From an optimization exercise on the open Yosys and OpenROAD flow, aimed at small area and a short achievable clock period; shortcuts taken in it are not production practice.
Only simulation tests tie the RTL to the original design; equivalence was not proved.
Power and IR drop assume default switching activity.

Setup of job 101:
// unified_memory
module unified_memory #(
  parameter int DATA_W      = 16,
  parameter int ADDR_W      = 8,
  parameter int WAIT_STATES = 2,
  parameter int PROT_LIMIT  = 64
) (
  input  logic              clk,
  input  logic              reset,
  input  logic              MemRead,
  input  logic              MemWrite,
  input  logic [ADDR_W-1:0] Addr,
  input  logic [DATA_W-1:0] WriteData,
  output logic [DATA_W-1:0] ReadData,
  output logic              MemReady,
  output logic              MemFault,
  output logic              Busy
);
Size: ~11000 cells after synthesis, about 4300 flip-flops, about 47 I/O pins, ~140000 sq um of cells after synthesis.
==> module unified_memory_mux2, before the edit <==
module unified_memory_mux2 (
  input  logic s,
  input  logic a,
  input  logic b,
  output logic y
);
  assign y = s ? a : b;
endmodule
==> module unified_memory, before the edit <==
module unified_memory #(
  parameter int DATA_W      = 16,
  parameter int ADDR_W      = 8,
  parameter int WAIT_STATES = 2,
  parameter int PROT_LIMIT  = 64
) (
  input  logic              clk,
  input  logic              reset,
  input  logic              MemRead,
  input  logic              MemWrite,
  input  logic [ADDR_W-1:0] Addr,
  input  logic [DATA_W-1:0] WriteData,
  output logic [DATA_W-1:0] ReadData,
  output logic              MemReady,
  output logic              MemFault,
  output logic              Busy
);
  logic        req;
  logic        s1, s2;           
  logic [15:0] hw_q;             
  logic [15:0] lo_q, hi_q;       
  logic [15:0] lo_n, hi_n;
  logic [15:0] lw_q;             
  logic [15:0] dx_q;             
  logic        wr_q, both_q;     
  logic        fire;
  logic [15:0] rd;
  logic [7:0]  rp [16];          
  logic [7:0]  rq [16];
  logic        tgl;              
  logic        tgl_rp;           
  assign req  = MemRead | MemWrite;
  for (genvar i = 0; i < 16; i++) begin : g_addr
    unified_memory_mux2 u_lo (.s(!Busy), .a(Addr[3:0] == 4'(i)), .b(lo_q[i]), .y(lo_n[i]));
    unified_memory_mux2 u_hi (.s(!Busy), .a(Addr[7:4] == 4'(i)), .b(hi_q[i]), .y(hi_n[i]));
  end
  always_ff @(posedge clk) begin
    lo_q <= lo_n;
    hi_q <= hi_n;
    lw_q <= lo_q;
  end
  assign fire = s2 & req;
  always_ff @(posedge clk) begin
    if (!Busy) begin
      wr_q   <= MemWrite;
      both_q <= MemRead & MemWrite;
    end
  end
  always_ff @(posedge clk) begin
    if (reset) begin
      s1       <= 1'b0;
      s2       <= 1'b0;
      hw_q     <= '0;
      Busy     <= 1'b0;
      MemReady <= 1'b0;
      MemFault <= 1'b0;
      ReadData <= '0;
    end else begin
      s1       <= !Busy & req;
      s2       <= s1 & req;
      hw_q     <= {16{fire & wr_q}} & hi_q;
      Busy     <= req & !MemReady;
      MemReady <= fire;
      MemFault <= fire & both_q;
      if (fire && !wr_q) ReadData <= rd;
    end
  end
  always_ff @(posedge clk) begin
    tgl    <= !tgl;
    tgl_rp <= tgl;
  end
  always_ff @(posedge clk) begin
    if (!Busy) dx_q <= WriteData ^ {16{!tgl}};
    else       dx_q <= ~dx_q;
  end
  logic [15:0]  mem [256];
  logic [255:0] ws, we, web;
  logic [255:0] col [16];
  for (genvar w = 0; w < 256; w++) begin : g_word
    assign ws[w] = hi_q[w/16] & lo_q[w%16];
    unified_memory_and2  u_we  (.a(hw_q[w/16]), .b(lw_q[w%16]), .y(we[w]));
    unified_memory_nand2 u_web (.a(hw_q[w/16]), .b(lw_q[w%16]), .y(web[w]));
    for (genvar b = 0; b < 16; b++) begin : g_bit
      logic n;
      unified_memory_wbit u_wb (.we(we[w]), .web(web[w]), .d(dx_q[b]), .q(mem[w][b]), .n(n));
      always_ff @(posedge clk) mem[w][b] <= n;
      assign col[b][w] = mem[w][b];
    end
  end
  for (genvar b = 0; b < 16; b++) begin : g_col
    unified_memory_rdcol u_rd (.ws(ws), .m(col[b]), .yn(rq[b]));
    always_ff @(posedge clk) rp[b] <= rq[b];
    assign rd[b] = !(&rp[b]) ^ tgl_rp;
  end
endmodule
==> flow/config.mk <==
export PLATFORM = sky130hd
export DESIGN_NAME = unified_memory
export DESIGN_NICKNAME = unified_memory
export VERILOG_FILES = /design/flow/design.v
export SDC_FILE = /design/flow/constraint.sdc
export NUM_CORES = 4
export LEC_CHECK = 0
export CAP_MARGIN = 20
export CORE_MARGIN = 2
export CORE_UTILIZATION = 40
export SETUP_SLACK_MARGIN = 5.0
export SLEW_MARGIN = 20
export SYNTH_HIERARCHICAL = 1
==> flow/constraint.sdc <==
create_clock -name core_clock -period 8.0 [get_ports {clk}]
set_input_delay 1.6000 -clock core_clock [delete_from_list [all_inputs] [get_ports {clk}]]
set_output_delay 1.6000 -clock core_clock [all_outputs]
set_load 0.01 [all_outputs]
standard.sh (not shown) runs the stock make flow with config.mk's settings and CLKGATE_MAP_FILE= SYNTH_SCRIPT=/design/flow/synth_recipe.tcl, a recipe that flattens the netlist after the stock synthesis.
==> flow/flow/run.sh <==
#!/bin/bash
# Layout flow: the standard ORFS flow (standard.sh, unchanged synthesis), with
#  - port buffers built from a plain buffer instead of the default delay-cell choice,
#  - the resizer allowed to swap cells across footprints (so port buffers and flops can be
#    resized for timing),
#  - clock tree sink clusters of up to 25 flip-flops within 90 um, and no dummy clock loads,
# everything else as in the standard flow. The whole make output goes to make_standard.log;
# each ORFS step writes its own log under orfs/logs/.
set -euo pipefail
bash standard.sh \
  MATCH_CELL_FOOTPRINT=0 \
  "BUFFER_PORTS_ARGS=-buffer_cell sky130_fd_sc_hd__buf_4" \
  "CTS_ARGS=-sink_clustering_enable -repair_clock_nets -sink_clustering_size 25 -sink_clustering_max_diameter 90 -dont_use_dummy_load" \
  finish > make_standard.log 2>&1
test -s out/final.def
Setup changes, job 101 to job 102
--- a/flow/design.v
+++ b/flow/design.v
@@ -4,18 +4,10 @@
   input  logic d,
   input  logic q,
   output logic n
 );
   assign n = !((d | web) & (q | we));
-endmodule
-module unified_memory_mux2 (
-  input  logic s,
-  input  logic a,
-  input  logic b,
-  output logic y
-);
-  assign y = s ? a : b;
 endmodule
 module unified_memory_and2 (
   input  logic a,
   input  logic b,
   output logic y
@@ -71,33 +63,24 @@
 );
   logic        req;
   logic        s1, s2;           
   logic [15:0] hw_q;             
   logic [15:0] lo_q, hi_q;       
-  logic [15:0] lo_n, hi_n;
-  logic [15:0] lw_q;             
   logic [15:0] dx_q;             
   logic        wr_q, both_q;     
   logic        fire;
   logic [15:0] rd;
   logic [7:0]  rp [16];          
   logic [7:0]  rq [16];
   logic        tgl;              
   logic        tgl_rp;           
   assign req  = MemRead | MemWrite;
-  for (genvar i = 0; i < 16; i++) begin : g_addr
-    unified_memory_mux2 u_lo (.s(!Busy), .a(Addr[3:0] == 4'(i)), .b(lo_q[i]), .y(lo_n[i]));
-    unified_memory_mux2 u_hi (.s(!Busy), .a(Addr[7:4] == 4'(i)), .b(hi_q[i]), .y(hi_n[i]));
-  end
-  always_ff @(posedge clk) begin
-    lo_q <= lo_n;
-    hi_q <= hi_n;
-    lw_q <= lo_q;
-  end
   assign fire = s2 & req;
   always_ff @(posedge clk) begin
     if (!Busy) begin
+      lo_q   <= 16'd1 << Addr[3:0];
+      hi_q   <= 16'd1 << Addr[7:4];
       wr_q   <= MemWrite;
       both_q <= MemRead & MemWrite;
     end
   end
   always_ff @(posedge clk) begin
@@ -130,12 +113,12 @@
   logic [15:0]  mem [256];
   logic [255:0] ws, we, web;
   logic [255:0] col [16];
   for (genvar w = 0; w < 256; w++) begin : g_word
     assign ws[w] = hi_q[w/16] & lo_q[w%16];
-    unified_memory_and2  u_we  (.a(hw_q[w/16]), .b(lw_q[w%16]), .y(we[w]));
-    unified_memory_nand2 u_web (.a(hw_q[w/16]), .b(lw_q[w%16]), .y(web[w]));
+    unified_memory_and2  u_we  (.a(hw_q[w/16]), .b(lo_q[w%16]), .y(we[w]));
+    unified_memory_nand2 u_web (.a(hw_q[w/16]), .b(lo_q[w%16]), .y(web[w]));
     for (genvar b = 0; b < 16; b++) begin : g_bit
       logic n;
       unified_memory_wbit u_wb (.we(we[w]), .web(web[w]), .d(dx_q[b]), .q(mem[w][b]), .n(n));
       always_ff @(posedge clk) mem[w][b] <= n;
       assign col[b][w] = mem[w][b];
Results
- Job 102 finished end to end and its layout was clean on timing, DRC and antenna.
- Job 101 → job 102: count of placed standard cells in the final layout, fillers left out went down by 0.65%, leakage power figure went down by 1.4 nW, number of multi-input combinational cells went down by 32, clock buffer count from CTS went up by 1.
- Job 101 has a lower number of cells on the critical path than job 102.
- Per the comparison of job 102 with job 101, fraction of standard cell area that is sequential went up by 0.18 points; final HPWL from detailed placement down about 5%; number of diodes has decreased.

static timing again, ports no longer ideal:
No port has a modelled driver above. Below, the same layouts with a new extraction and two added sets of constraints.
Step 1 sets driving cells, clkbuf_16 on the clock port and buf_2 on the other inputs (assumed; they add their load-dependent delay and slew).
Step 2, shift: input delay + t, output delay - t, t = (earliest + latest rising clock arrival at the registers) / 2. This alone moves slack from input paths to output paths.
Three values: ideal ports, drivers, drivers and shift; two values: the first two.
run	shift t [ns]	setup WS [ns]	hold WS [ns]	worst setup path at the end
job 101	1.029	4.851 / 4.748 / 4.493	0.435 / 0.435 / 0.435	input to register
job 102	1.000	4.915 / 4.835 / 4.545	0.431 / 0.431 / 0.431	input to register
After both steps setup and hold are still met in every run listed. The setup slack of job 102, which loses most, moves by -0.080 ns with the drivers and by -0.370 ns with both steps.
